Background: an optimization exercise with open tools, aiming at small area. Do not read the settings as production practice. The RTL was checked by simulation tests, not by an equivalence proof against the original design. Power figures rest on the tool's default switching activity, not on a simulated workload.

[design/flow/run.sh]
#!/bin/bash
# synth_recipe.tcl (not shown) runs the flow's synth.tcl, then flattens the netlist and writes it again
# the make line also repeats each setting of config.mk as NAME=value (left out here)
make -C /OpenROAD-flow-scripts/flow DESIGN_CONFIG=/design/flow/config.mk WORK_HOME=/design/flow/orfs CLKGATE_MAP_FILE= SYNTH_SCRIPT=/design/flow/synth_recipe.tcl finish
[design/flow/config.mk]
export PLATFORM = sky130hd
export DESIGN_NAME = ws2812_apb_chain
export DESIGN_NICKNAME = ws2812_apb_chain
export VERILOG_FILES = /design/flow/design.v
export SDC_FILE = /design/flow/constraint.sdc
export NUM_CORES = 4
export LEC_CHECK = 0
export CAP_MARGIN = 20
export CELL_PAD_IN_SITES_DETAIL_PLACEMENT = 2
export CELL_PAD_IN_SITES_GLOBAL_PLACEMENT = 4
export CORE_MARGIN = 2
export CORE_UTILIZATION = 30
export PLACE_DENSITY = 0.45
export SLEW_MARGIN = 20
[design/flow/constraint.sdc]
create_clock -name core_clock -period 10.0 [get_ports {PCLK}]
set_input_delay 2.0000 -clock core_clock [delete_from_list [all_inputs] [get_ports {PCLK}]]
set_output_delay 2.0000 -clock core_clock [all_outputs]
set_load 0.01 [all_outputs]
[design/flow/design.v]
module ws2812_apb_chain #(
  parameter int NUM_LEDS     = 24,
  parameter int BIT_CYCLES   = 125,
  parameter int T0H_CYCLES   = 40,
  parameter int T1H_CYCLES   = 80,
  parameter int RESET_CYCLES = 6000
) (
  input  logic        PCLK,
  input  logic        PRESET,
  input  logic        PSEL,
  input  logic        PENABLE,
  input  logic        PWRITE,
  input  logic [31:0] PADDR,
  input  logic [31:0] PWDATA,
  output logic [31:0] PRDATA,
  output logic        PREADY,
  output logic        PSLVERR,
  output logic        LED,
  output logic        FRAME_DONE
);
  localparam int PW = (NUM_LEDS > 1) ? $clog2(NUM_LEDS) : 1;
  localparam int CW = $clog2(BIT_CYCLES);
  localparam int LW = (RESET_CYCLES > 1) ? $clog2(RESET_CYCLES) : 1;
  localparam logic [PW-1:0] PMAX = PW'(NUM_LEDS - 1);
  localparam logic [CW-1:0] CMAX = CW'(BIT_CYCLES - 1);
  localparam logic [CW-1:0] T0H  = CW'(T0H_CYCLES);
  localparam logic [CW-1:0] T1H  = CW'(T1H_CYCLES);
  localparam logic [LW-1:0] LMAX = LW'(RESET_CYCLES - 1);
  typedef enum logic [1:0] {IDLE, SEND, LATCH} state_e;
  state_e        state_q, state_d;
  logic [PW-1:0] pixel_q, pixel_d;
  logic [4:0]    bit_q, bit_d;
  logic [CW-1:0] cyc_q, cyc_d;
  logic [LW-1:0] lat_q, lat_d;
  logic [23:0]   shift_q, shift_d;
  logic          auto_q, auto_d;
  logic          done_q, done_d;
  logic          led_q, led_d;
  logic          fd_q, fd_d;
  logic [23:0]   pix_q [NUM_LEDS];
  logic [9:0]    w;
  logic [PW-1:0] pix_w;
  logic [PW-1:0] pix_nxt;
  logic [CW-1:0] thigh;
  logic          acc, wr, busy;
  logic          hit_pix, hit_ctrl, hit_stat;
  logic          start_wr;
  logic          unused_ok;
  assign w        = PADDR[11:2];
  assign pix_w    = w[PW-1:0];
  assign acc      = PSEL & PENABLE;
  assign wr       = acc & PWRITE;
  assign hit_pix  = w < 10'(NUM_LEDS);
  assign hit_ctrl = w == 10'h3FE;
  assign hit_stat = w == 10'h3FF;
  assign start_wr = wr & hit_ctrl & PWDATA[0];
  assign busy     = state_q != IDLE;
  assign pix_nxt  = pixel_q + PW'(1);
  assign thigh    = shift_q[23] ? T1H : T0H;
  assign PREADY     = 1'b1;
  assign PSLVERR    = acc & ~(hit_pix | hit_ctrl | hit_stat);
  assign LED        = led_q;
  assign FRAME_DONE = fd_q;
  assign unused_ok  = ^{PADDR[31:12], PADDR[1:0], PWDATA[31:24]};
  always_comb begin
    PRDATA = '0;
    if (acc) begin
      unique case (1'b1)
        hit_pix:  PRDATA = {8'h00, pix_q[pix_w]};
        hit_ctrl: PRDATA = {30'h0, auto_q, 1'b0};
        hit_stat: PRDATA = {30'h0, done_q, busy};
        default:  PRDATA = '0;
      endcase
    end
  end
  always_ff @(posedge PCLK or posedge PRESET) begin
    if (PRESET) begin
      for (int i = 0; i < NUM_LEDS; i++) pix_q[i] <= '0;
    end else if (wr && hit_pix) begin
      pix_q[pix_w] <= PWDATA[23:0];
    end
  end
  always_comb begin
    state_d = state_q;
    pixel_d = pixel_q;
    bit_d   = bit_q;
    cyc_d   = cyc_q;
    lat_d   = lat_q;
    shift_d = shift_q;
    led_d   = 1'b0;
    fd_d    = 1'b0;
    auto_d  = auto_q;
    done_d  = done_q;
    if (wr && hit_ctrl) auto_d = PWDATA[1];
    if (wr && hit_stat && PWDATA[1]) done_d = 1'b0;
    unique case (state_q)
      IDLE: begin
        if (start_wr) begin
          state_d = SEND;
          pixel_d = '0;
          bit_d   = 5'd23;
          cyc_d   = '0;
          shift_d = pix_q[0];
        end
      end
      SEND: begin
        led_d = cyc_q < thigh;
        if (cyc_q == CMAX) begin
          cyc_d = '0;
          if (bit_q == 5'd0) begin
            bit_d = 5'd23;
            if (pixel_q == PMAX) begin
              state_d = LATCH;
              lat_d   = '0;
            end else begin
              pixel_d = pix_nxt;
              shift_d = pix_q[pix_nxt];
            end
          end else begin
            bit_d   = bit_q - 5'd1;
            shift_d = {shift_q[22:0], 1'b0};
          end
        end else begin
          cyc_d = cyc_q + CW'(1);
        end
      end
      LATCH: begin
        if (lat_q == LMAX) begin
          fd_d   = 1'b1;
          done_d = 1'b1;
          if (auto_q) begin
            state_d = SEND;
            pixel_d = '0;
            bit_d   = 5'd23;
            cyc_d   = '0;
            shift_d = pix_q[0];
          end else begin
            state_d = IDLE;
          end
        end else begin
          lat_d = lat_q + LW'(1);
        end
      end
      default: state_d = IDLE;
    endcase
  end
  always_ff @(posedge PCLK or posedge PRESET) begin
    if (PRESET) begin
      state_q <= IDLE;
      pixel_q <= '0;
      bit_q   <= '0;
      cyc_q   <= '0;
      lat_q   <= '0;
      shift_q <= '0;
      auto_q  <= 1'b0;
      done_q  <= 1'b0;
      led_q   <= 1'b0;
      fd_q    <= 1'b0;
    end else begin
      state_q <= state_d;
      pixel_q <= pixel_d;
      bit_q   <= bit_d;
      cyc_q   <= cyc_d;
      lat_q   <= lat_d;
      shift_q <= shift_d;
      auto_q  <= auto_d;
      done_q  <= done_d;
      led_q   <= led_d;
      fd_q    <= fd_d;
    end
  end
endmodule
==> summary.txt <==
[Yosys cell counts, types with 29 or more instances]
master                     count  area (um2)
sky130_fd_sc_hd__a222oi_1     34         340
sky130_fd_sc_hd__clkbuf_1    167         627
sky130_fd_sc_hd__dfrtp_1     636       15900
sky130_fd_sc_hd__nand4_1      55         344
sky130_fd_sc_hd__nand3_1      85         425
sky130_fd_sc_hd__nor2_1      106         398
sky130_fd_sc_hd__o21ai_0      76         380
sky130_fd_sc_hd__a32oi_1      29         254
sky130_fd_sc_hd__a221oi_1     71         622
sky130_fd_sc_hd__buf_2        86         430
sky130_fd_sc_hd__a22oi_1     256        1920
sky130_fd_sc_hd__a21oi_1      68         340
sky130_fd_sc_hd__a22o_1       80         701
sky130_fd_sc_hd__nand2_1     107         402
sky130_fd_sc_hd__mux2_2      579        6520
sky130_fd_sc_hd__mux2i_1      35         350
[layout by cell type (no fill, tap or decap), types with 14 or more instances in the layout]
master                            instances
sky130_fd_sc_hd__inv_1                   18
sky130_fd_sc_hd__clkinv_2                15
sky130_fd_sc_hd__nor3_4                  18
sky130_fd_sc_hd__a22o_1                  80
sky130_fd_sc_hd__nand4_1                 55
sky130_fd_sc_hd__clkdlybuf4s50_1         63
sky130_fd_sc_hd__nand3_1                 82
sky130_fd_sc_hd__dfrtp_1                635
sky130_fd_sc_hd__buf_12                  14
sky130_fd_sc_hd__nor3_1                  18
sky130_fd_sc_hd__o22ai_1                 18
sky130_fd_sc_hd__a22oi_1                256
sky130_fd_sc_hd__a32oi_1                 29
sky130_fd_sc_hd__o21ai_0                 76
sky130_fd_sc_hd__nor2b_1                 15
sky130_fd_sc_hd__nor2_1                  90
sky130_fd_sc_hd__a221o_1                 15
sky130_fd_sc_hd__clkbuf_16               83
sky130_fd_sc_hd__a221oi_1                71
sky130_fd_sc_hd__nand2_1                105
sky130_fd_sc_hd__mux2i_1                 35
sky130_fd_sc_hd__a222oi_1                34
sky130_fd_sc_hd__buf_4                  130
sky130_fd_sc_hd__a21oi_1                 60
sky130_fd_sc_hd__mux2_2                 579
sky130_fd_sc_hd__nor2_4                  14
sky130_fd_sc_hd__clkbuf_8                15
sky130_fd_sc_hd__and3_1                  14
sky130_fd_sc_hd__nor4_1                  16
sky130_fd_sc_hd__a31oi_1                 15
sky130_fd_sc_hd__clkbuf_1                21
[per-layer routing]
metal,part of all wire [%],vias to the layer above
li1,-,11426
met1,43,16404
met2,44,1625
met3,7.7,489
met4,5.8,2
met5,0.0062,-
[area by class of cell]
cell class | count | area share [%]
diodes | 6 | 0.0381
clock buffers | 119 | 6.00
clock inverters | 33 | 1.06
inverters | 21 | 0.210
multi-input cells | 1993 | 42.8
flip-flops and latches | 636 | 40.4
well taps | 1488 | 4.73
repair buffers | 208 | 4.80
[registers in the layout, indices dropped and copies added, names as in the netlist]
register,flops
pix_q,576
shift_q,24
lat_q,13
cyc_q,7
bit_q,5
pixel_q,5
state_q,2
auto_q,1
done_q,1
fd_q,1
led_q,1
[worst max-delay path by stage]
stage               startpoint        end  depth (start not counted)
finish                PADDR[3]  PRDATA[1]                         10
floorplan               PRESET     auto_q                          1
global route          PADDR[3]  PRDATA[1]                         10
detailed placement    PADDR[3]  PRDATA[1]                         10
CTS                   PADDR[3]  PRDATA[1]                         10
global placement      PADDR[5]  PRDATA[1]                         10
[worst max-delay path: stages]
cell and delay (ns):
sky130_fd_sc_hd__clkdlybuf4s50_1 1.04, sky130_fd_sc_hd__nand4b_1 1.07, sky130_fd_sc_hd__buf_4 0.56, sky130_fd_sc_hd__nor2_1 0.17
sky130_fd_sc_hd__buf_4 0.21, sky130_fd_sc_hd__a22oi_1 0.15, sky130_fd_sc_hd__nand4_1 0.19, sky130_fd_sc_hd__o221ai_1 0.22
sky130_fd_sc_hd__a21oi_1 0.31, sky130_fd_sc_hd__clkdlybuf4s50_1 0.59
[per-stage QoR]
stage / utilization (%) / TNS (ns) / total power [mW] / hold WS [ns] / cell area, um2
finish: 35.5 / 0 / 5.98 / 0.477 / 39400
CTS: 35.5 / 0 / 6.03 / 0.483 / 39400
detailed placement: 33.0 / 0 / 2.87 / 0.471 / 36600
global route: 35.5 / 0 / 6.14 / 0.521 / 39400
global placement: 33.0 / 0 / 2.87 / 0.462 / 36600
floorplan: - / -436.79 / 2.75 / 0.450 / 33600
[power groups by stage]
| stage | logic [mW] | clock network [mW] | registers [mW] |
|---|---|---|---|
| floorplan | 0.110 | 0 | 2.64 |
| global placement | 0.230 | 0 | 2.64 |
| detailed placement | 0.234 | 0 | 2.64 |
| CTS | 0.235 | 3.21 | 2.59 |
| global route | 0.247 | 3.30 | 2.59 |
| finish | 0.237 | 3.15 | 2.59 |
[logic make-up after synthesis]
family,Yosys count,share of synthesized area [%]
DFF,636,47.5
other,2,0.0224
and+or+nand+nor,530,8.44
xor gates and xnor gates,10,0.373
muxes,621,20.8
adders and majority gates,12,0.448
buffers and inverters,303,3.90
AOI/OAI and AO/OA,811,18.6
==> flow_results.xml <==
<?xml version="1.0" encoding="UTF-8"?>
<metrics>
  <group name="run_status">
    <metric name="outcome" unit="">complete, no violations</metric>
  </group>
  <group name="detailed_routing">
    <metric name="detail_route.wl_per_cell" unit="um">46.7</metric>
    <metric name="vias_post_dr" unit="">29946</metric>
    <metric name="drtPass1Iterations" unit="">8</metric>
    <metric name="detail_route.drc_violations" unit="">0</metric>
    <metric name="post_detailed_routing_wire_length" unit="um">210000</metric>
    <metric name="final_antenna_net_count" unit="">0</metric>
    <metric name="detail_route.vias_per_cell" unit="">6.65</metric>
    <metric name="first_iter_violations" unit="">3433</metric>
  </group>
  <group name="yosys">
    <metric name="synth_seq_cells" unit="">636</metric>
    <metric name="synth_cell_type_count" unit="">91</metric>
    <metric name="synth_enable_flop_cells" unit="">0</metric>
    <metric name="postSynth.asyncResetShare" unit="%">100</metric>
    <metric name="syn-instance-count" unit="">2925</metric>
    <metric name="combined_area_of_all_synthesized_cells" unit="um2">33500</metric>
    <metric name="synth_ff_type" unit="">sky130_fd_sc_hd__dfrtp_1</metric>
    <metric name="ys_seq_area_share" unit="%">47.5</metric>
    <metric name="synth.yosys.warnings" unit="">2</metric>
    <metric name="synth.avg_cell_area" unit="um2">11.5</metric>
  </group>
  <group name="sta">
    <metric name="slew-limit-headroom" unit="%">22.3</metric>
    <metric name="grt_setup_unrepaired" unit="">false</metric>
    <metric name="fmax_achieved" unit="MHz">117</metric>
    <metric name="largest_clock_skew_in_the_final_design" unit="ns">0.0196</metric>
    <metric name="max_slew.worst_pin.slew" unit="ns">1.16</metric>
    <metric name="count_of_endpoints_failing_setup_in_the_final_report" unit="">0</metric>
    <metric name="final-hold-violation-count" unit="">0</metric>
    <metric name="final_min_period" unit="ns">8.57</metric>
    <metric name="layout_worst_path_cycle_share" unit="%">85.7</metric>
    <metric name="finalMaxSlewViolations" unit="">0</metric>
    <metric name="worst_slack" unit="ns">1.43</metric>
  </group>
  <group name="global_routing">
    <metric name="top_usage_layer" unit="">met2</metric>
    <metric name="grt_util_met2" unit="%">54.4</metric>
    <metric name="overflow_after_grt" unit="">0</metric>
    <metric name="first_global_vias" unit="">31092</metric>
    <metric name="grt_first_pass_wirelength" unit="um">284000</metric>
    <metric name="global_route.usage.met3" unit="%">7.89</metric>
    <metric name="antenna_violations_before_repair" unit="">10</metric>
    <metric name="global_route.usage.met1" unit="%">48.9</metric>
    <metric name="pin_count_of_the_biggest_net_entering_global_routing" unit="">138</metric>
    <metric name="grt_util_overall" unit="%">36.2</metric>
  </group>
  <group name="die">
    <metric name="initial_core_util" unit="%">30.3</metric>
    <metric name="row_count" unit="">122</metric>
    <metric name="dieArea" unit="um2">114000</metric>
    <metric name="core_region_area" unit="um2">111000</metric>
    <metric name="die_width" unit="um">338</metric>
    <metric name="die_y" unit="um">338</metric>
    <metric name="design.portCount" unit="">105</metric>
  </group>
  <group name="critical_path">
    <metric name="r2r_cells" unit="">12</metric>
    <metric name="timing_worst_setup_path_type" unit="">input pin to output pin</metric>
    <metric name="arrival" unit="ns">6.57</metric>
    <metric name="regToRegEndpoint" unit="">shift_q[7]</metric>
    <metric name="start_kind" unit="">input pin</metric>
    <metric name="cp-end-kind" unit="">output pin</metric>
    <metric name="crit-reg2reg-launch" unit="">pixel_q[0]</metric>
    <metric name="cp_data_required_time" unit="ns">8.00</metric>
    <metric name="crit_fanout" unit="">12</metric>
    <metric name="ff2ff_setup_slack" unit="ns">4.76</metric>
  </group>
  <group name="pwr">
    <metric name="power_density" unit="nW/um2">152</metric>
    <metric name="seq_power_share" unit="%">43.3</metric>
    <metric name="combPwrFrac" unit="%">4.0</metric>
    <metric name="ir_worst_vdd" unit="V">0.000122</metric>
    <metric name="switchingPower" unit="mW">1.50</metric>
    <metric name="cell_internal_pwr" unit="mW">4.48</metric>
    <metric name="power_frac_clock" unit="%">52.7</metric>
    <metric name="sw_share" unit="%">25.0</metric>
    <metric name="power.leakage" unit="nW">17.4</metric>
  </group>
  <group name="placement">
    <metric name="dpl.cell_count" unit="">4346</metric>
    <metric name="gp_congestion" unit="">0.892</metric>
    <metric name="place_ws" unit="ns">1.47</metric>
    <metric name="io_buffer_count" unit="">65</metric>
    <metric name="place.detailed.hpwl" unit="um">130000</metric>
  </group>
  <group name="cts">
    <metric name="clk_latency" unit="ns">0.68</metric>
    <metric name="max-clock-path-buffers" unit="">3</metric>
    <metric name="hold_buffers" unit="">0</metric>
    <metric name="cts_sinks" unit="">636</metric>
    <metric name="root_buffer" unit="">sky130_fd_sc_hd__clkbuf_16</metric>
    <metric name="setup_fix_bufs_post_cts" unit="">0</metric>
    <metric name="tritoncts_clock_tree" unit="">done</metric>
    <metric name="cts_buffers" unit="">82</metric>
    <metric name="cts-resized-gates" unit="">0</metric>
    <metric name="clock_tree.htree_level_count" unit="">3</metric>
    <metric name="path_clk_slew" unit="ns">0.05</metric>
  </group>
  <group name="final_layout">
    <metric name="synthToLayoutAreaGrowth" unit="%">17.5</metric>
    <metric name="layout.filler_cells" unit="">11518</metric>
    <metric name="multi_input_comb_area" unit="um2">16800</metric>
    <metric name="layout-drive-gt1-share" unit="%">32.1</metric>
    <metric name="fin_cells" unit="">4504</metric>
    <metric name="final_net_count" unit="">3023</metric>
    <metric name="final-seq-area" unit="um2">15900</metric>
  </group>
  <group name="worst_hold_path">
    <metric name="worst_hold_path.endpoint" unit="">done_q</metric>
    <metric name="hold_depth" unit="">1</metric>
    <metric name="holdCritPathClass" unit="">flop to flop</metric>
    <metric name="worstHoldStart" unit="">done_q</metric>
  </group>
  <group name="run">
    <metric name="drv_cap" unit="">0</metric>
  </group>
</metrics>

## re-timing with driven ports
Ports are ideal in the flow. The routed layout listed here was re-timed in OpenROAD. Step 1, drivers: a clkbuf_16 drives PCLK and a buf_2 each remaining input, both assumed. Step 2 adds t to the input delays and takes it off the output delays; t is the mean of the earliest and latest rising clock arrival at the registers after step 1. Input paths then give back, and output paths get back, about the clock's delay inside the block. a / b / c = ideal / step 1 / step 2; a / b = the first two.
shift t [ns]: 0.756
setup slack, ns: 1.432 / 1.370 / 1.370
worst setup path after step 2: input to output
latest minus earliest clock arrival (ns): 0.025 / 0.025
After both steps setup and hold are still met in this run. For this run, drivers alone change the setup slack by -0.062 ns; drivers and shift together by -0.062 ns.
